Context: an optimization exercise on an open-source flow, tuned for small area. The choices shown serve that exercise and are no tape-out recipe.
Function was checked by simulation only, so behaviour that the tests miss may differ from the original.
The flow treats the clock pin as an ideal source, which a real chip does not have.
No activity file was given, so power comes from the tool's default toggle rates.

## design/flow/flow/run.sh

```bash
#!/bin/bash
# Standard ORFS layout (the standard.sh) with these changes:
# - synthesis is the standard flow's own script (synth_recipe.tcl) with an area-oriented
#   ABC script (flow/synth.tcl, flow/abc_area_nf.script) and no adder cells;
# - the port buffers are the smallest buffer cell;
# - the clock tree uses larger sink clusters and no dummy loads, and after
#   CTS flow/post_cts.tcl splits any clock net whose sinks see a slew over
#   CLK_SPLIT_SLEW_PS.
set -euo pipefail
export FLOW_WORK="$PWD"
export FLOW_ABC_SCRIPT="$PWD/flow/abc_area_nf.script"
export CLK_SPLIT_SLEW_PS=115
CTS="-sink_clustering_enable -repair_clock_nets -dont_use_dummy_load"
CTS="$CTS -sink_clustering_size 32 -sink_clustering_max_diameter 60"
bash standard.sh \
	"SYNTH_SCRIPT=$PWD/flow/synth.tcl" \
	"ADDER_MAP_FILE=" \
	"BUFFER_PORTS_ARGS=-buffer_cell sky130_fd_sc_hd__buf_1" \
	"CTS_ARGS=$CTS" \
	"POST_CTS_TCL=$PWD/flow/post_cts.tcl" \
	finish > flow_make.log 2>&1
```

## design/flow/flow/abc_area_nf.script

```
strash
&get -n
&fraig -x
&put
scorr
dc2
strash
&get -n
&dch -f
&nf -R 1000 -p
&put
```

## design/flow/flow/post_cts.tcl

```tcl
# Split clock buffer nets whose sinks see too slow a slew: half of the loads
# (cut along the longer side of the net's box) move to a new buffer of the
# same type, driven from the same net as the original, so every sink keeps
# the same number of buffers to the root.
set clk_split_limit [expr {[info exists ::env(CLK_SPLIT_SLEW_PS)] ? $::env(CLK_SPLIT_SLEW_PS) : 100}]
set clk_split_n 0

proc clk_split_net_slew {net} {
  set worst 0.0
  foreach it [$net getITerms] {
    if {[$it isOutputSignal]} { continue }
    set pin [get_pins [[$it getInst] getName]/[[$it getMTerm] getName]]
    foreach e {rise fall} {
      set s [expr {[sta::time_ui_sta [get_property $pin slew_max_$e]] * 1e12}]
      if {$s > $worst} { set worst $s }
    }
  }
  return $worst
}

proc clk_split_one {net} {
  global clk_split_n
  set block [ord::get_db_block]
  set drv ""
  set loads {}
  foreach it [$net getITerms] {
    if {[$it isOutputSignal]} { set drv $it } else { lappend loads $it }
  }
  if {$drv eq "" || [llength $loads] < 2} { return 0 }
  set binst [$drv getInst]
  set master [$binst getMaster]
  set a [$binst findITerm A]
  if {$a eq "NULL" || $a eq ""} { return 0 }
  set parent [$a getNet]
  set xs {}; set ys {}
  set pts {}
  foreach it $loads {
    set bb [[$it getInst] getBBox]
    set x [expr {([$bb xMin] + [$bb xMax]) / 2}]
    set y [expr {([$bb yMin] + [$bb yMax]) / 2}]
    lappend pts [list $x $y $it]
    lappend xs $x; lappend ys $y
  }
  set xs [lsort -integer $xs]; set ys [lsort -integer $ys]
  set axis [expr {([lindex $xs end] - [lindex $xs 0]) >= ([lindex $ys end] - [lindex $ys 0]) ? 0 : 1}]
  set pts [lsort -integer -index $axis $pts]
  set half [expr {[llength $pts] / 2}]
  set moved [lrange $pts $half end]
  set sx 0; set sy 0
  foreach p $moved { incr sx [lindex $p 0]; incr sy [lindex $p 1] }
  set cx [expr {$sx / [llength $moved]}]
  set cy [expr {$sy / [llength $moved]}]
  incr clk_split_n
  set name "clksplit_${clk_split_n}_[$binst getName]"
  set nb [odb::dbInst_create $block $master $name]
  $nb setLocation $cx $cy
  $nb setPlacementStatus PLACED
  set nn [odb::dbNet_create $block "net_$name"]
  $nn setSigType CLOCK
  [$nb findITerm A] connect $parent
  [$nb findITerm X] connect $nn
  foreach p $moved {
    set it [lindex $p 2]
    $it disconnect
    $it connect $nn
  }
  return 1
}

for {set pass 0} {$pass < 12} {incr pass} {
  estimate_parasitics -placement
  set todo {}
  foreach net [[ord::get_db_block] getNets] {
    if {[$net getSigType] ne "CLOCK"} { continue }
    set drv ""
    foreach it [$net getITerms] { if {[$it isOutputSignal]} { set drv $it } }
    if {$drv eq ""} { continue }
    if {![string match "*clkbuf*" [[[$drv getInst] getMaster] getName]]} { continue }
    set s [clk_split_net_slew $net]
    if {$s <= $clk_split_limit} { continue }
    # a net whose own driver sees too slow a slew is left until its parent is fixed
    set a [[$drv getInst] findITerm A]
    set ain [get_pins [[$drv getInst] getName]/A]
    set sin 0.0
    foreach e {rise fall} {
      set v [expr {[sta::time_ui_sta [get_property $ain slew_max_$e]] * 1e12}]
      if {$v > $sin} { set sin $v }
    }
    if {$sin > $clk_split_limit} { continue }
    lappend todo $net
  }
  puts "clock split pass $pass: [llength $todo] net(s) over $clk_split_limit ps"
  if {[llength $todo] == 0} { break }
  foreach net $todo { clk_split_one $net }
  detailed_placement
}
estimate_parasitics -placement

```

## design/flow/flow/synth.tcl

```tcl
# The standard flow's synthesis script (synth_recipe.tcl in the work folder) run as it is,
# except that its ABC step uses flow/abc_area_nf.script, an area-oriented
# mapping, in place of ORFS's script.
proc abc {args} {
  set i [lsearch -exact $args -script]
  if {$i >= 0} { lset args [expr {$i + 1}] $::env(FLOW_ABC_SCRIPT) }
  yosys abc {*}$args
}
source $::env(FLOW_WORK)/synth_recipe.tcl
```

## design/flow/standard.sh

```bash
#!/bin/bash
# synth_recipe.tcl (not shown) runs the flow's synth.tcl, then flattens the netlist and writes it again
# the make line also repeats each setting of config.mk as NAME=value (left out here)
make -C /OpenROAD-flow-scripts/flow DESIGN_CONFIG=/design/flow/config.mk WORK_HOME=/design/flow/orfs CLKGATE_MAP_FILE= SYNTH_SCRIPT=/design/flow/synth_recipe.tcl "${@:-finish}"
```

## design/flow/config.mk

```make
export PLATFORM = sky130hd
export DESIGN_NAME = coinc_top
export DESIGN_NICKNAME = coinc_top
export VERILOG_FILES = /design/flow/design.v
export SDC_FILE = /design/flow/constraint.sdc
export NUM_CORES = 4
export LEC_CHECK = 0
export ABC_AREA = 1
export CAP_MARGIN = 20
export CORE_MARGIN = 2
export CORE_UTILIZATION = 70
export SLEW_MARGIN = 20
```

## design/flow/constraint.sdc

```tcl
create_clock -name core_clock -period 6.0 [get_ports {clk_in}]
set_input_delay 1.2000 -clock core_clock [delete_from_list [all_inputs] [get_ports {clk_in}]]
set_output_delay 1.2000 -clock core_clock [all_outputs]
set_load 0.01 [all_outputs]
```

## design/flow/design.v

```verilog
package coinc_pkg;
	localparam int NUM_CH  = 8;   
	localparam int NUM_GRP = 5;   
	localparam int CH_ACD_TOP = 7;
	localparam int CH_ACD_SEC = 6;
	localparam int CH_ACD_SID = 5;
	localparam int CH_CSI     = 4;
	localparam int CH_CAL1    = 3;
	localparam int CH_CAL2    = 2;
	localparam int CH_CAL3    = 1;
	localparam int CH_CAL4    = 0;
	localparam int GRP_MIP1 = 0;
	localparam int GRP_MIP2 = 1;
	localparam int GRP_GM1  = 2;
	localparam int GRP_GM2  = 3;
	localparam int GRP_UBS  = 4;   
	typedef logic [NUM_CH-1:0]  hit_vec_t;   
	typedef logic [NUM_GRP-1:0] grp_vec_t;
	typedef struct packed {
		logic [NUM_CH-1:0] hit_a_n;    
		logic [NUM_CH-1:0] hit_b_n;
		logic [1:0]        busy_a_n;   
		logic [1:0]        busy_b_n;
	} hit_pins_t;
	typedef struct packed {
		logic [3:0]               pad;
		logic [NUM_CH-1:0]        hit_ab_sel;     
		logic [NUM_CH-1:0]        hit_mask;       
		logic [1:0]               busy_ab_sel;
		logic [1:0]               busy_mask;
		logic [7:0]               acd_csi_diff;   
		logic [NUM_CH-1:0][7:0]   ch_align;       
		logic [7:0]               seed_win;
		logic [7:0]               hold_win;
		logic [NUM_GRP-1:0][1:0]  grp_sel;
		grp_vec_t                 grp_oe;
		logic [2:0]               mip1_div;
		logic [2:0]               mip2_div;
		logic [2:0]               ubs_div;
	} coinc_cfg_t;
	localparam logic [31:0] MIP_DIV_BITS = {4'd9, 4'd8, 4'd7, 4'd6, 4'd5, 4'd2, 4'd1, 4'd0};
	localparam logic [31:0] UBS_DIV_BITS = {4'd11, 4'd10, 4'd9, 4'd8, 4'd7, 4'd6, 4'd5, 4'd0};
	typedef enum logic [2:0] {IDLE = 3'b000, SEED = 3'b001, EVAL = 3'b011, FIRE = 3'b010, HOLD = 3'b110, RELEASE = 3'b100} seq_state_t;   
endpackage
`timescale 1ns/100ps
module hit_frontend (
	input  logic                               clk_in,
	input  logic                               rst_in,
	input  coinc_pkg::hit_pins_t               pins,
	input  coinc_pkg::coinc_cfg_t              cfg,
	output coinc_pkg::hit_vec_t                hit_sync,
	output logic                               busy,
	output logic [coinc_pkg::NUM_CH-1:0][7:0]  ch_dly
);
	coinc_pkg::hit_vec_t   hit_sel;      
	coinc_pkg::hit_vec_t   hit_s1;       
	logic [1:0] busy_sel;
	logic       busy_s1;                 
	logic [7:0] diff_m1;
	assign hit_sel = ~cfg.hit_mask &
		((~cfg.hit_ab_sel & ~pins.hit_a_n) | (cfg.hit_ab_sel & ~pins.hit_b_n));
	assign busy_sel = ~cfg.busy_mask &
		((~cfg.busy_ab_sel & ~pins.busy_a_n) | (cfg.busy_ab_sel & ~pins.busy_b_n));
	always_ff @(posedge clk_in) begin
		if (rst_in) begin
			hit_s1   <= '0;
			hit_sync <= '0;
			busy_s1  <= 1'b0;
			busy     <= 1'b0;
		end else begin
			hit_s1   <= hit_sel;    
			hit_sync <= hit_s1;
			busy_s1  <= |busy_sel;  
			busy     <= busy_s1;
		end
	end
	logic [8:0] bw;       
	assign bw[0] = 1'b1;
	for (genvar k = 0; k < 8; k++) begin : g_dm
		assign diff_m1[k] = cfg.acd_csi_diff[k] ^ bw[k];
		assign bw[k+1]    = bw[k] & ~cfg.acd_csi_diff[k];
	end
	for (genvar i = 0; i < coinc_pkg::NUM_CH; i++) begin : g_dly
		logic [8:0] c;
		if (i == coinc_pkg::CH_ACD_TOP || i == coinc_pkg::CH_ACD_SEC || i == coinc_pkg::CH_ACD_SID) begin : g_acd
			assign c[0] = 1'b0;
			for (genvar k = 0; k < 8; k++) begin : g_b
				assign ch_dly[i][k] = cfg.ch_align[i][k] ^ diff_m1[k] ^ c[k];
				assign c[k+1] = (cfg.ch_align[i][k] & diff_m1[k]) | (cfg.ch_align[i][k] & c[k]) | (diff_m1[k] & c[k]);
			end
		end else begin : g_cal
			assign c = '0;
			assign ch_dly[i] = cfg.ch_align[i];
		end
	end
endmodule
`timescale 1ns/100ps
module hit_aligner #(
	parameter bit ZERO_IS_256 = 1'b0   
) (
	input  logic       clk_in,
	input  logic       rst_in,
	input  logic       hit,
	input  logic [7:0] dly,
	input  logic [7:0] full,      
	output logic       hit_aln
);
	logic [8:0] st;   
	logic [7:0] sel;  
	logic       zero;
	logic       pre;
	assign zero = ZERO_IS_256 && (dly == 8'd0);
	assign sel  = dly | {8{zero}};
	assign st[8] = hit;
	for (genvar k = 7; k >= 0; k--) begin : g_st
		logic [(1<<k)-1:0] sr;
		if (k == 0) begin : g_one
			always_ff @(posedge clk_in)
				sr <= st[k+1];
		end else begin : g_many
			always_ff @(posedge clk_in)
				sr <= {sr[(1<<k)-2:0], st[k+1]};
		end
		assign st[k] = sel[k] ? (sr[(1<<k)-1] & full[k]) : st[k+1];
	end
	always_ff @(posedge clk_in) begin
		if (rst_in) begin
			pre     <= 1'b0;
			hit_aln <= 1'b0;
		end else begin
			pre     <= st[0];
			hit_aln <= (ZERO_IS_256 && !zero) ? st[0] : pre;
		end
	end
endmodule
`timescale 1ns/100ps
module window_timer (
	input  logic       clk_in,
	input  logic       rst_in,
	input  logic       timer_load,
	input  logic [7:0] timer_len,
	output logic       timer_done
);
	logic [7:0] cnt;       
	always_ff @(posedge clk_in) begin
		if (rst_in)
			cnt <= '0;
		else if (timer_load)
			cnt <= timer_len;
		else if (cnt != 8'd0)
			cnt <= cnt - 1'b1;
	end
	assign timer_done = (cnt == 8'd0);
endmodule
`timescale 1ns/100ps
module coinc_sequencer (
	input  logic                  clk_in,
	input  logic                  rst_in,
	input  logic                  hit_start,
	input  logic                  timer_done,
	input  coinc_pkg::coinc_cfg_t cfg,
	output logic                  timer_load,
	output logic                  seed_clr,
	output logic                  seed_en,
	output logic                  eval_en,
	output logic                  fire,
	output logic [7:0]            timer_len
);
	coinc_pkg::seq_state_t state;
	coinc_pkg::seq_state_t state_nxt;
	always_ff @(posedge clk_in) begin
		if (rst_in)
			state <= coinc_pkg::IDLE;
		else
			state <= state_nxt;
	end
	always_comb begin
		state_nxt = state;
		case (state)
			coinc_pkg::IDLE: begin
				if (hit_start)
					state_nxt = coinc_pkg::SEED;   
			end
			coinc_pkg::SEED: begin
				if (timer_done)
					state_nxt = coinc_pkg::EVAL;
			end
			coinc_pkg::EVAL:
				state_nxt = coinc_pkg::FIRE;
			coinc_pkg::FIRE:
				state_nxt = coinc_pkg::HOLD;
			coinc_pkg::HOLD: begin
				if (timer_done)
					state_nxt = coinc_pkg::RELEASE;
			end
			coinc_pkg::RELEASE: begin
				if (!hit_start)
					state_nxt = coinc_pkg::IDLE;
			end
			default:
				state_nxt = coinc_pkg::IDLE;
		endcase
	end
	assign timer_load = (state == coinc_pkg::IDLE && hit_start) || (state == coinc_pkg::FIRE);
	assign timer_len  = (state == coinc_pkg::FIRE) ? cfg.hold_win : cfg.seed_win;
	assign seed_en  = (state == coinc_pkg::SEED) || (state == coinc_pkg::IDLE && hit_start);
	assign eval_en  = (state == coinc_pkg::EVAL);
	assign fire     = (state == coinc_pkg::FIRE);
	assign seed_clr = (state == coinc_pkg::RELEASE);
endmodule
`timescale 1ns/100ps
module seed_logic (
	input  logic                  clk_in,
	input  logic                  rst_in,
	input  logic                  seed_clr,
	input  logic                  seed_en,
	input  logic                  eval_en,
	input  coinc_pkg::hit_vec_t   hit_aln,
	input  coinc_pkg::coinc_cfg_t cfg,
	output coinc_pkg::grp_vec_t   grp_res,
	output logic                  logic_match
);
	coinc_pkg::hit_vec_t seed;       
	coinc_pkg::grp_vec_t grp_live;   
	logic     top, sec, csi, cal1, cal2, cal3, cal4;
	always_ff @(posedge clk_in) begin
		if (rst_in || seed_clr)
			seed <= '0;
		else if (seed_en)
			seed <= seed | hit_aln;
	end
	assign top  = seed[coinc_pkg::CH_ACD_TOP];
	assign sec  = seed[coinc_pkg::CH_ACD_SEC];
	assign csi  = seed[coinc_pkg::CH_CSI];
	assign cal1 = seed[coinc_pkg::CH_CAL1];
	assign cal2 = seed[coinc_pkg::CH_CAL2];
	assign cal3 = seed[coinc_pkg::CH_CAL3];
	assign cal4 = seed[coinc_pkg::CH_CAL4];
	always_comb begin
		grp_live = '0;   
		case (cfg.grp_sel[coinc_pkg::GRP_MIP1])
			2'b00: grp_live[coinc_pkg::GRP_MIP1] = top & csi;
			2'b01: grp_live[coinc_pkg::GRP_MIP1] = top & sec & csi & (cal2 | cal4);
			2'b10: grp_live[coinc_pkg::GRP_MIP1] = top;
			2'b11: grp_live[coinc_pkg::GRP_MIP1] = top | sec | csi | cal2;   
			default: grp_live[coinc_pkg::GRP_MIP1] = 1'b0;
		endcase
		case (cfg.grp_sel[coinc_pkg::GRP_MIP2])
			2'b01: grp_live[coinc_pkg::GRP_MIP2] = cal2 & cal4;
			2'b10: grp_live[coinc_pkg::GRP_MIP2] = top & csi;
			default: grp_live[coinc_pkg::GRP_MIP2] = 1'b0;
		endcase
		case (cfg.grp_sel[coinc_pkg::GRP_GM1])
			2'b01: grp_live[coinc_pkg::GRP_GM1] = ~top & ~sec & csi & (cal1 | cal3);   
			2'b10: grp_live[coinc_pkg::GRP_GM1] = top & csi & cal2;
			default: grp_live[coinc_pkg::GRP_GM1] = 1'b0;
		endcase
		if (cfg.grp_sel[coinc_pkg::GRP_GM2] == 2'b01)
			grp_live[coinc_pkg::GRP_GM2] = (~top | ~sec) & csi & (cal1 | cal3);
		if (cfg.grp_sel[coinc_pkg::GRP_UBS] == 2'b01)
			grp_live[coinc_pkg::GRP_UBS] = cal1 | cal3;
	end
	assign grp_res = grp_live;
	always_ff @(posedge clk_in) begin
		if (rst_in) begin
			logic_match <= 1'b0;
		end else begin
			logic_match <= |(grp_live & cfg.grp_oe);   
		end
	end
endmodule
`timescale 1ns/100ps
module trigger_prescaler
#(
	parameter int CNT_W = 16
) (
	input  logic                                   clk_in,
	input  logic                                   rst_in,
	input  logic                                   fire,
	input  logic                                   busy,
	input  coinc_pkg::grp_vec_t                    grp_res,
	input  coinc_pkg::coinc_cfg_t                  cfg,
	output logic                                   trig,
	output coinc_pkg::grp_vec_t                    tag,
	output logic [coinc_pkg::NUM_GRP-1:0][CNT_W-1:0] cnt
);
	coinc_pkg::grp_vec_t presc_en;
	logic [11:0]         lo_or [coinc_pkg::NUM_GRP];   
	logic [CNT_W:0]      carry [coinc_pkg::NUM_GRP];
	for (genvar g = 0; g < coinc_pkg::NUM_GRP; g++) begin : g_grp
		assign lo_or[g][0] = 1'b0;
		for (genvar j = 1; j < 12; j++) begin : g_or
			assign lo_or[g][j] = lo_or[g][j-1] | cnt[g][j-1];
		end
		assign carry[g][0] = fire & grp_res[g];
		for (genvar j = 0; j < CNT_W; j++) begin : g_bit
			assign carry[g][j+1] = carry[g][j] & cnt[g][j];
			always_ff @(posedge clk_in)
				cnt[g][j] <= ~rst_in & (cnt[g][j] ^ carry[g][j]);
		end
	end
	always_comb begin
		case (cfg.mip1_div)
			3'd0: presc_en[coinc_pkg::GRP_MIP1] = ~lo_or[coinc_pkg::GRP_MIP1][0];
			3'd1: presc_en[coinc_pkg::GRP_MIP1] = ~lo_or[coinc_pkg::GRP_MIP1][1];
			3'd2: presc_en[coinc_pkg::GRP_MIP1] = ~lo_or[coinc_pkg::GRP_MIP1][2];
			3'd3: presc_en[coinc_pkg::GRP_MIP1] = ~lo_or[coinc_pkg::GRP_MIP1][5];
			3'd4: presc_en[coinc_pkg::GRP_MIP1] = ~lo_or[coinc_pkg::GRP_MIP1][6];
			3'd5: presc_en[coinc_pkg::GRP_MIP1] = ~lo_or[coinc_pkg::GRP_MIP1][7];
			3'd6: presc_en[coinc_pkg::GRP_MIP1] = ~lo_or[coinc_pkg::GRP_MIP1][8];
			default: presc_en[coinc_pkg::GRP_MIP1] = ~lo_or[coinc_pkg::GRP_MIP1][9];
		endcase
		case (cfg.mip2_div)
			3'd0: presc_en[coinc_pkg::GRP_MIP2] = ~lo_or[coinc_pkg::GRP_MIP2][0];
			3'd1: presc_en[coinc_pkg::GRP_MIP2] = ~lo_or[coinc_pkg::GRP_MIP2][1];
			3'd2: presc_en[coinc_pkg::GRP_MIP2] = ~lo_or[coinc_pkg::GRP_MIP2][2];
			3'd3: presc_en[coinc_pkg::GRP_MIP2] = ~lo_or[coinc_pkg::GRP_MIP2][5];
			3'd4: presc_en[coinc_pkg::GRP_MIP2] = ~lo_or[coinc_pkg::GRP_MIP2][6];
			3'd5: presc_en[coinc_pkg::GRP_MIP2] = ~lo_or[coinc_pkg::GRP_MIP2][7];
			3'd6: presc_en[coinc_pkg::GRP_MIP2] = ~lo_or[coinc_pkg::GRP_MIP2][8];
			default: presc_en[coinc_pkg::GRP_MIP2] = ~lo_or[coinc_pkg::GRP_MIP2][9];
		endcase
		presc_en[coinc_pkg::GRP_GM1] = 1'b1;
		presc_en[coinc_pkg::GRP_GM2] = 1'b1;
		case (cfg.ubs_div)
			3'd0: presc_en[coinc_pkg::GRP_UBS] = ~lo_or[coinc_pkg::GRP_UBS][0];
			3'd1: presc_en[coinc_pkg::GRP_UBS] = ~lo_or[coinc_pkg::GRP_UBS][5];
			3'd2: presc_en[coinc_pkg::GRP_UBS] = ~lo_or[coinc_pkg::GRP_UBS][6];
			3'd3: presc_en[coinc_pkg::GRP_UBS] = ~lo_or[coinc_pkg::GRP_UBS][7];
			3'd4: presc_en[coinc_pkg::GRP_UBS] = ~lo_or[coinc_pkg::GRP_UBS][8];
			3'd5: presc_en[coinc_pkg::GRP_UBS] = ~lo_or[coinc_pkg::GRP_UBS][9];
			3'd6: presc_en[coinc_pkg::GRP_UBS] = ~lo_or[coinc_pkg::GRP_UBS][10];
			default: presc_en[coinc_pkg::GRP_UBS] = ~lo_or[coinc_pkg::GRP_UBS][11];
		endcase
	end
	always_ff @(posedge clk_in) begin
		if (rst_in) begin
			trig <= 1'b0;
			tag  <= '0;
		end else begin
			trig <= fire && !busy && |(presc_en & grp_res & cfg.grp_oe);
			if (fire)
				tag <= presc_en & grp_res;   
		end
	end
endmodule
`timescale 1ns/100ps
module coinc_top #(
	parameter int CNT_W       = 16
) (
	input  logic                                     clk_in,
	input  logic                                     rst_in,
	input  logic [19:0]                              pins,      
	input  logic [135:0]                             cfg,       
	output logic                                     trig,
	output logic [coinc_pkg::NUM_GRP-1:0]            tag,
	output logic                                     logic_match,
	output logic [coinc_pkg::NUM_GRP*CNT_W-1:0]      cnt        
);
	coinc_pkg::hit_pins_t              pins_s;
	coinc_pkg::coinc_cfg_t             cfg_s;
	coinc_pkg::grp_vec_t               tag_s;
	logic [coinc_pkg::NUM_GRP-1:0][CNT_W-1:0] cnt_s;
	assign pins_s = pins;
	assign cfg_s  = cfg;
	assign tag    = tag_s;
	assign cnt    = cnt_s;
	coinc_pkg::hit_vec_t               hit_sync;
	coinc_pkg::hit_vec_t               hit_aln;
	logic                   busy;
	logic [coinc_pkg::NUM_CH-1:0][7:0] ch_dly;
	logic                   timer_load, timer_done;
	logic [7:0]             timer_len;
	logic                   seed_clr, seed_en, eval_en, fire;
	coinc_pkg::grp_vec_t               grp_res;
	logic [7:0]             age;
	hit_frontend u_front (.clk_in, .rst_in, .pins(pins_s), .cfg(cfg_s), .hit_sync, .busy, .ch_dly);
	always_ff @(posedge clk_in) begin
		if (rst_in)
			age <= '0;
		else if (!age[7])
			age <= age + 8'd1;
	end
	logic [7:0] full;   
	assign full[7] = age[7];
	for (genvar k = 6; k >= 0; k--) begin : g_full
		assign full[k] = full[k+1] | age[k];
	end
	for (genvar i = 0; i < coinc_pkg::NUM_CH; i++) begin : g_aln
		hit_aligner #(
			.ZERO_IS_256(!(i == coinc_pkg::CH_ACD_TOP || i == coinc_pkg::CH_ACD_SEC || i == coinc_pkg::CH_ACD_SID))
		) u_aln (
			.clk_in,
			.rst_in,
			.hit     (hit_sync[i]),
			.dly     (ch_dly[i]),
			.full,
			.hit_aln (hit_aln[i])
		);
	end
	window_timer u_timer (.clk_in, .rst_in, .timer_load, .timer_len, .timer_done);
	coinc_sequencer u_seq (
		.clk_in, .rst_in,
		.hit_start (|hit_aln),   
		.timer_done, .cfg(cfg_s),
		.timer_load, .seed_clr, .seed_en, .eval_en, .fire, .timer_len
	);
	seed_logic u_seed (
		.clk_in, .rst_in, .seed_clr, .seed_en, .eval_en,
		.hit_aln, .cfg(cfg_s), .grp_res, .logic_match
	);
	trigger_prescaler #(.CNT_W(CNT_W)) u_presc (
		.clk_in, .rst_in, .fire, .busy, .grp_res, .cfg(cfg_s), .trig, .tag(tag_s), .cnt(cnt_s)
	);
endmodule
```

==> results.toml, run 1 <==
[clock_tree]
cts_tree = "yes"
worstSkewPairLatency_ns = 0.54
clk_pin_slew_ns = 0.11
clock_sink_count = 2187

[sta]
fmax_ghz = 0.1859
hold_ws_ns = 0.2657
finalMaxSlewViolations = 0
worstMarginPinSlew_ns = 0.9828
fin_skew_ns = 0.07656
final.period_utilization_pct = 89.63
rsz0062_at_grt = "no"
timing_hold_violations_final = 0
slew_headroom_pct = 34.48
setup-violations-final = 0
tns_ns = 0
finalCriticalPeriod_ns = 5.378

[global_routing]
antenna_found_initial = 4
grt_max_degree = 93
grt_overflow = 0
grtUsageTotal_pct = 20.20
grt_pass1_wl_mm = 111.9
grt_pass1_vias = 20760

[route]
firstDrtPassIters = 5
postRouteAntennaNets = 0
avgViaCountPerCell = 4.862
num_vias = 20480
drt_iter0_markers = 1120
drt_wl_total_mm = 71.39
avgRoutedWirePerCell_um = 16.94
drc_errors = 0

[worst_setup_path]
crit_end = "g_aln[7].u_aln.pre$_SDFF_PP0_"
crit_fanout = 7
endpoint_kind = "flip-flop"
r2r_cells = 9
r2r-end = "g_aln[3].u_aln.hit_aln$_SDFF_PP0_"
reg2reg_from = "age[7]$_SDFF_PP0_"
ff2ff_setup_slack_ns = 1.50
critical_path_class = "input pin to flip-flop"
crit_arrival_ns = 5.75
worstSetupStartpointType = "input pin"
worstSetupStartpoint = "cfg[104]"
worstPathRequired_ns = 6.37

[placement]
port_buffers = 240
dpl.hpwl_mm = 40.45
gp_congestion = 0.8742

[yosys]
synthFlopType = "dfxtp_1"
synth_area_leaders = "dfxtp_1, a21oi_1, nor2_1"
ys_seq_elements = 2187
syn_inst = 2984
synth-edff-count = 0
syn_avg_cell_area_um2 = 16.13
synth_top_cell_area_share_pct = 90.96
yosysSeqAreaShare_pct = 90.96
synth_warnings = 10
synth_area_leader_cell = "dfxtp_1"
synth.distinct_cells = 45
async_reset_ff_share_pct = 0
synth_nets = 3142
netlist_area_mm2 = 0.04813

[outcome]
outcome = "complete, no violations"

[floorplanning]
top_level_ports = 245
die-area_mm2 = 0.07087
die_x_um = 266.2
start_util_pct = 70.42
fp.dieH_um = 266.2
core_mm2 = 0.06835
num_rows = 96

[final_layout]
drive_gt1_share_pct = 3.273
nFillCells = 3880
area_delta_synth_final_pct = 9.301
fin_nets = 3490

[flow_run]
maxCapViolCount = 0

[pwr]
p_seq_share_pct = 67.7
peakVddDrop_uv = 331.8
intPower_mw = 18.29
clkPwrFrac_pct = 30.0
power_density_mw_per_mm2 = 433.8
p_sw_mw = 4.534
combPwrFrac_pct = 2.3
leakage_nw = 20.88
p_sw_share_pct = 19.87

[min_path]
hold_class = "flip-flop to flip-flop"
layout make-up, without the clock buffers:
type / instances / area [um^2] / share of cell area (%)
Inverter: 37 / 138.9 / 0.2640
Tap cell: 882 / 1104 / 2.098
Antenna cell: 1 / 2.502 / 0.004757
Multi-Input combinational cell: 760 / 4217 / 8.015
Sequential cell: 2187 / 43780 / 83.22
Buffer: 11 / 275.3 / 0.5232
Timing Repair Buffer: 251 / 987.2 / 1.877
power groups by stage:
| stage | sequential [mW] | combinational, mW | clock (mW) |
|---|---|---|---|
| 2_1_floorplan | 15.7 | 0.332 | 0 |
| 6_report | 15.5 | 0.516 | 6.85 |
| 3_5_place_dp | 15.8 | 0.503 | 0 |
| 3_3_place_gp | 15.7 | 0.476 | 0 |
| 5_1_grt | 15.5 | 0.571 | 7.49 |
through the flow:
stage | total power [mW] | setup WS (ns) | area [um^2] | utilization (%) | instances
global placement | 16.21 | 0.2019 | 50220 | 73.48 | 4117
detailed placement | 16.27 | 0.07873 | 50220 | 73.48 | 4117
global route | 23.58 | 0.1213 | 52610 | 76.97 | 4213
floorplan | 15.99 | 1.008 | 48130 | - | 2984
finish | 22.82 | 0.6221 | 52610 | 76.97 | 4213
worst max-delay path: stages:
cell	delay [ns]
buf_1	0.42
xor2_1	0.19
nand2_1	0.12
o21ai_0	0.13
a21oi_1	0.30
clkinv_1	0.13
maj3_1	0.40
o21ai_1	0.25
maj3_1	0.28
maj3_1	0.20
xnor2_1	0.09
o21ai_0	0.25
o21ai_0	0.20
nor2b_1	0.17
a31oi_1	0.21
nor2_1	0.08
a31oi_1	0.20
nor2_1	0.08
a31oi_1	0.21
nor2_1	0.08
a31oi_1	0.22
a21oi_1	0.13
nor2_1	0.13
a211oi_1	0.06
per-layer routing:
layer,vias up,GRT usage (%),routed length (um)
met5,-,0,0
met4,0,6.666,2036
met3,148,4.030,3413
met2,479,32.32,32350
met1,9645,27.96,33590
li1,10210,-,-
cells by family (layout without fill, tap and decap cells):
| kind of cell | after synthesis | after routing | synth area share, % |
|---|---|---|---|
| XOR/XNOR | 45 | 45 | 0.8189 |
| buffers and inverters | 37 | 383 | 0.2885 |
| multiplexers | 2 | 2 | 0.04679 |
| AO/OA/AOI/OAI | 272 | 272 | 3.379 |
| other | 0 | 1 | 0 |
| adder cells (fa/ha/maj) | 9 | 9 | 0.1872 |
| flip-flops | 2187 | 2187 | 90.96 |
| AND/OR/NAND/NOR | 432 | 432 | 4.315 |
registers in the layout (all words and copies together), names as in the netlist:
name                 cells
age                      8
g_aln.u_aln.g_st.sr   2040
g_aln.u_aln.hit_aln      8
g_aln.u_aln.pre          8
u_front.busy             1
u_front.busy_s1          1
u_front.hit_s1           8
u_front.hit_sync         8
u_presc.cnt             80
u_presc.tag              5
u_presc.trig             1
u_seed.logic_match       1
u_seed.seed              7
u_seq.state              3
u_timer.cnt              8
layout by cell type, fill, tap and decap left out, types with 3 or more instances in the layout:
master,count
nor3_1,83
a21oi_1,134
o31ai_1,5
nor2b_1,39
xor2_1,8
nor4_1,9
xnor2_1,37
or3_1,3
a2111oi_0,9
and3_1,34
buf_4,11
buf_1,239
or4_1,3
o21ai_0,35
and2_0,23
nand2b_1,10
o211ai_1,4
nand3_1,5
o31a_1,5
or2_0,5
a211oi_1,6
a21o_1,8
o21a_1,18
clkinv_1,37
o21bai_1,15
dfxtp_1,2187
nand2_1,83
maj3_1,9
clkbuf_16,95
nor2_1,128
a31oi_1,16
Yosys cell counts, drive strengths merged (16+ instances only):
library cell     n
dfxtp         2187
a21oi          135
nor2           129
nand2           83
nor3            83
nor2b           39
clkinv          37
xnor2           37
o21ai           36
and3            34
and2            23
o21a            18
a31oi           16
worst min path at each step:
stage | to | cells after the start | slack, ns | from
2_1_floorplan | g_aln[0].u_aln.g_st[1].sr[1]$_DFF_P_ | 0 | 0.31 | g_aln[0].u_aln.g_st[1].sr[0]$_DFF_P_
3_3_place_gp | g_aln[4].u_aln.g_st[5].sr[2]$_DFF_P_ | 0 | 0.31 | g_aln[4].u_aln.g_st[5].sr[1]$_DFF_P_
3_5_place_dp | g_aln[0].u_aln.g_st[7].sr[102]$_DFF_P_ | 0 | 0.31 | g_aln[0].u_aln.g_st[7].sr[101]$_DFF_P_
5_1_grt | g_aln[2].u_aln.g_st[6].sr[9]$_DFF_P_ | 0 | 0.26 | g_aln[2].u_aln.g_st[6].sr[8]$_DFF_P_
6_report | g_aln[4].u_aln.g_st[7].sr[51]$_DFF_P_ | 0 | 0.27 | g_aln[4].u_aln.g_st[7].sr[50]$_DFF_P_
==> run 2: changes to the inputs <==
--- a/design/flow/design.v
+++ b/design/flow/design.v
@@ -123,14 +123,13 @@
 		end
 		assign st[k] = sel[k] ? (sr[(1<<k)-1] & full[k]) : st[k+1];
 	end
+	always_ff @(posedge clk_in)
+		pre <= st[0];
 	always_ff @(posedge clk_in) begin
-		if (rst_in) begin
-			pre     <= 1'b0;
+		if (rst_in)
 			hit_aln <= 1'b0;
-		end else begin
-			pre     <= st[0];
-			hit_aln <= (ZERO_IS_256 && !zero) ? st[0] : pre;
-		end
+		else
+			hit_aln <= (ZERO_IS_256 && !zero) ? st[0] : (pre & full[0]);
 	end
 endmodule
 `timescale 1ns/100ps
--- a/design/flow/flow/run.sh
+++ b/design/flow/flow/run.sh
@@ -9,9 +9,9 @@
 set -euo pipefail
 export FLOW_WORK="$PWD"
 export FLOW_ABC_SCRIPT="$PWD/flow/abc_area_nf.script"
-export CLK_SPLIT_SLEW_PS=115
+export CLK_SPLIT_SLEW_PS=118
 CTS="-sink_clustering_enable -repair_clock_nets -dont_use_dummy_load"
-CTS="$CTS -sink_clustering_size 32 -sink_clustering_max_diameter 60"
+CTS="$CTS -sink_clustering_size 32 -sink_clustering_max_diameter 80"
 bash standard.sh \
 	"SYNTH_SCRIPT=$PWD/flow/synth.tcl" \
 	"ADDER_MAP_FILE=" \
==> run 2 against run 1 <==
Die area about the same. Critical path depth increased by 2. Global-route usage decreased by 0.69 points. Via count decreased by 0.37%. Clock skew decreased by 0.0017 ns. Flip-flop and latch count unchanged. First-iteration DRC count decreased by 3.8%. Worst hold slack improved by 0.0054 ns. Synthesized area about the same. Core utilization decreased by 0.19 points. Sequential share of layout area increased by 0.20 points. Clock power decreased by 4.5%.
==> results.toml, run 2 <==
[final_layout]
top_register = "g_aln.u_aln.g_st.sr"
top_regs = "g_aln.u_aln.g_st.sr x2040, u_presc.cnt x80"
final_common_cell = "dfxtp_1"
final_cells = 4213
fin_nets = 3488
final_cell_mix = "dfxtp_1, buf_1, a21oi_1"
largest_reg_flops = 2040
area_delta_synth_final_pct = 9.067
drive_gt1_share_pct = 3.305
stdcell_area_mm2 = 0.05248

[yosys]
synth_warnings = 10
synthFlopType = "dfxtp_1"
syn_avg_cell_area_um2 = 16.14
synth_nets = 3140
synth_area_leaders = "dfxtp_1, a21oi_1, nor2_1"
synth_top_cell_area_share_pct = 90.99
async_reset_ff_share_pct = 0
netlist_area_mm2 = 0.04812
ys_seq_elements = 2187
syn_inst = 2982
netlist_top_cells_count = "dfxtp_1, a21oi_1, nor2_1"
synth_area_leader_cell = "dfxtp_1"
synth.distinct_cells = 45
post-synth-top-count-cell = "dfxtp_1"
synth-edff-count = 0
yosysSeqAreaShare_pct = 90.99

[sta]
rsz0062_at_grt = "no"
timing_hold_violations_final = 0
finalMaxSlewViolations = 0
hold_ws_ns = 0.2711
final.period_utilization_pct = 89.60
finalCriticalPeriod_ns = 5.376
worstMarginPinSlew_ns = 1.004
fmax_ghz = 0.1860
tns_ns = 0
fin_skew_ns = 0.07483
slew_headroom_pct = 33.10
setup-violations-final = 0

[pwr]
clkPwrFrac_pct = 29.1
p_seq_share_pct = 68.6
leakage_nw = 20.85
p_sw_share_pct = 19.59
combPwrFrac_pct = 2.3
peakVddDrop_uv = 376.4
p_sw_mw = 4.407
intPower_mw = 18.08
power_density_mw_per_mm2 = 428.6
fin_total_pwr_mw = 22.49

[worst_setup_path]
endpoint_kind = "flip-flop"
crit_fanout = 7
critical_path_class = "input pin to flip-flop"
crit_arrival_ns = 5.80
worstPathRequired_ns = 6.42
worstSetupStartpointType = "input pin"

[global_routing]
grt_overflow = 0
use_met1_pct = 27.88
antenna_found_initial = 11
grtUsageTotal_pct = 19.50
grt_pass1_vias = 20210
grtUsageMet2_pct = 30.23
grt_max_degree = 94
top_usage_layer = "met2"
grt_pass1_wl_mm = 108.2
use_met3_pct = 4.880

[placement]
port_buffers = 240
gp_congestion = 0.8190
dpl.hpwl_mm = 40.57
dp.cells = 4122
dpl-instance-area_mm2 = 0.05027

[route]
firstDrtPassIters = 5
drt_iter0_markers = 1077
postRouteAntennaNets = 0
num_vias = 20410
avgRoutedWirePerCell_um = 16.36
drt_wl_total_mm = 68.91
avgViaCountPerCell = 4.844
drc_errors = 0

[floorplanning]
num_rows = 96
fp.dieH_um = 266.2
core_mm2 = 0.06835
start_util_pct = 70.40
die_x_um = 266.2
top_level_ports = 245
die-area_mm2 = 0.07085

[flow_run]
maxCapViolCount = 0

[clock_tree]
clock_sink_count = 2187
clk_pin_slew_ns = 0.11
cts_tree = "yes"
worstSkewPairLatency_ns = 0.54

[outcome]
outcome = "complete, no violations"

[min_path]
hold_class = "flip-flop to flip-flop"
-- run 2: cell types whose count changed in the layout (fill, tap and decap cells not counted), moves of 6 or more --
cell,delta
clkbuf_16,-7
nor2b_1,-8
nor3_1,-9
nand2_1,+6
buf_4,+7
nor2_1,-7
a21oi_1,-8
nand3_1,+7
o21ai_0,+12
-- run 2: power groups by stage --
stage / combinational [mW] / sequential, mW / clock (mW)
floorplan: 0.327 / 15.7 / 0
global route: 0.569 / 15.5 / 7.20
global placement: 0.480 / 15.7 / 0
finish: 0.513 / 15.4 / 6.54
detailed placement: 0.504 / 15.7 / 0
-- run 2: per-layer routing --
metal,vias up,share of wire [%]
met5,-,0.15
met4,16,1.9
met3,123,5.8
met2,426,44
met1,9631,48
li1,10210,-
-- run 2: area by class of cell, without the clock buffers --
class	count	area (um^2)
timing repair buffer	258	1041
multi-input combinational	758	4205
buffer	10	250.2
fill	4031	15870
tap	882	1104
sequential	2187	43780
inverter	37	138.9
antenna	3	7.507
-- run 2: through the flow --
step                util [%]  worst slack [ns]
floorplan                  -            0.9893
global placement       73.55         -0.004210
detailed placement     73.55           -0.1266
global route           76.78            0.1177
finish                 76.79            0.6242
-- run 2: final timing paths --
path / slack, ns / to / from / cells past startpoint
hold / removal: 0.27 / g_aln[7].u_aln.g_st[4].sr[12]$_DFF_P_ / g_aln[7].u_aln.g_st[4].sr[11]$_DFF_P_ / 0
hold reg to reg: 0.27 / g_aln[7].u_aln.g_st[4].sr[12]$_DFF_P_ / g_aln[7].u_aln.g_st[4].sr[11]$_DFF_P_ / 0
setup reg to reg: 2.06 / u_presc.cnt[47]$_DFF_P_ / u_seed.seed[7]$_SDFFE_PP0P_ / 14
setup / recovery: 0.62 / g_aln[5].u_aln.pre$_DFF_P_ / cfg[104] / 26
-- run 2: cell families after synthesis --
family          Yosys count  share of synthesized area [%]
buf+inv                  37                         0.2886
compound gates          275                          3.399
flops                  2187                          90.99
simple gates            426                          4.252
mux                       2                        0.04680
fa+ha+maj                 9                         0.1872
xor+xnor                 46                         0.8373
-- run 2: critical path: stages --
cell and delay [ns]:
clkbuf_2 0.17, buf_4 0.18, xor2_1 0.16, nand2_1 0.12
o21ai_0 0.12, buf_4 0.18, a21oi_1 0.25, clkinv_1 0.11
maj3_1 0.39, o21ai_0 0.30, maj3_1 0.31, maj3_1 0.20
xnor2_1 0.09, o21ai_0 0.29, o21ai_0 0.18, nor2b_1 0.16
a31oi_1 0.20, nor2_1 0.08, a31oi_1 0.21, nor2_1 0.08
a31oi_1 0.20, nor2_1 0.08, a31oi_1 0.24, o21ai_0 0.17
clkinv_1 0.07, o21ai_0 0.07

==> what the ideal ports hide <==
The flow's constraints put no driver on any port. The routed layouts listed below were extracted and timed again, unchanged, in two steps.
Step 1 (the two cells are an assumption about what drives the block):
set clk [get_ports {clk_in}]
set_driving_cell -lib_cell sky130_fd_sc_hd__clkbuf_16 $clk
set_driving_cell -lib_cell sky130_fd_sc_hd__buf_2 [delete_from_list [all_inputs] $clk]
Step 2, shift: input delay + t, output delay - t, t = (earliest + latest rising clock arrival at the registers) / 2. This alone moves slack from input paths to output paths.
a / b / c = ideal / step 1 / step 2; a / b = the first two.
run | t, ns | slack for setup (ns) | slew at the worst register clock pin (ns)
run 1 | 0.620 | 0.622 / 0.710 / 0.090 | 0.12 / 0.12
run 2 | 0.627 | 0.624 / 0.703 / 0.076 | 0.11 / 0.11
After both steps setup and hold are still met in every run listed. For run 2, which loses most, drivers alone change the setup slack by +0.079 ns; drivers and shift together by -0.548 ns.
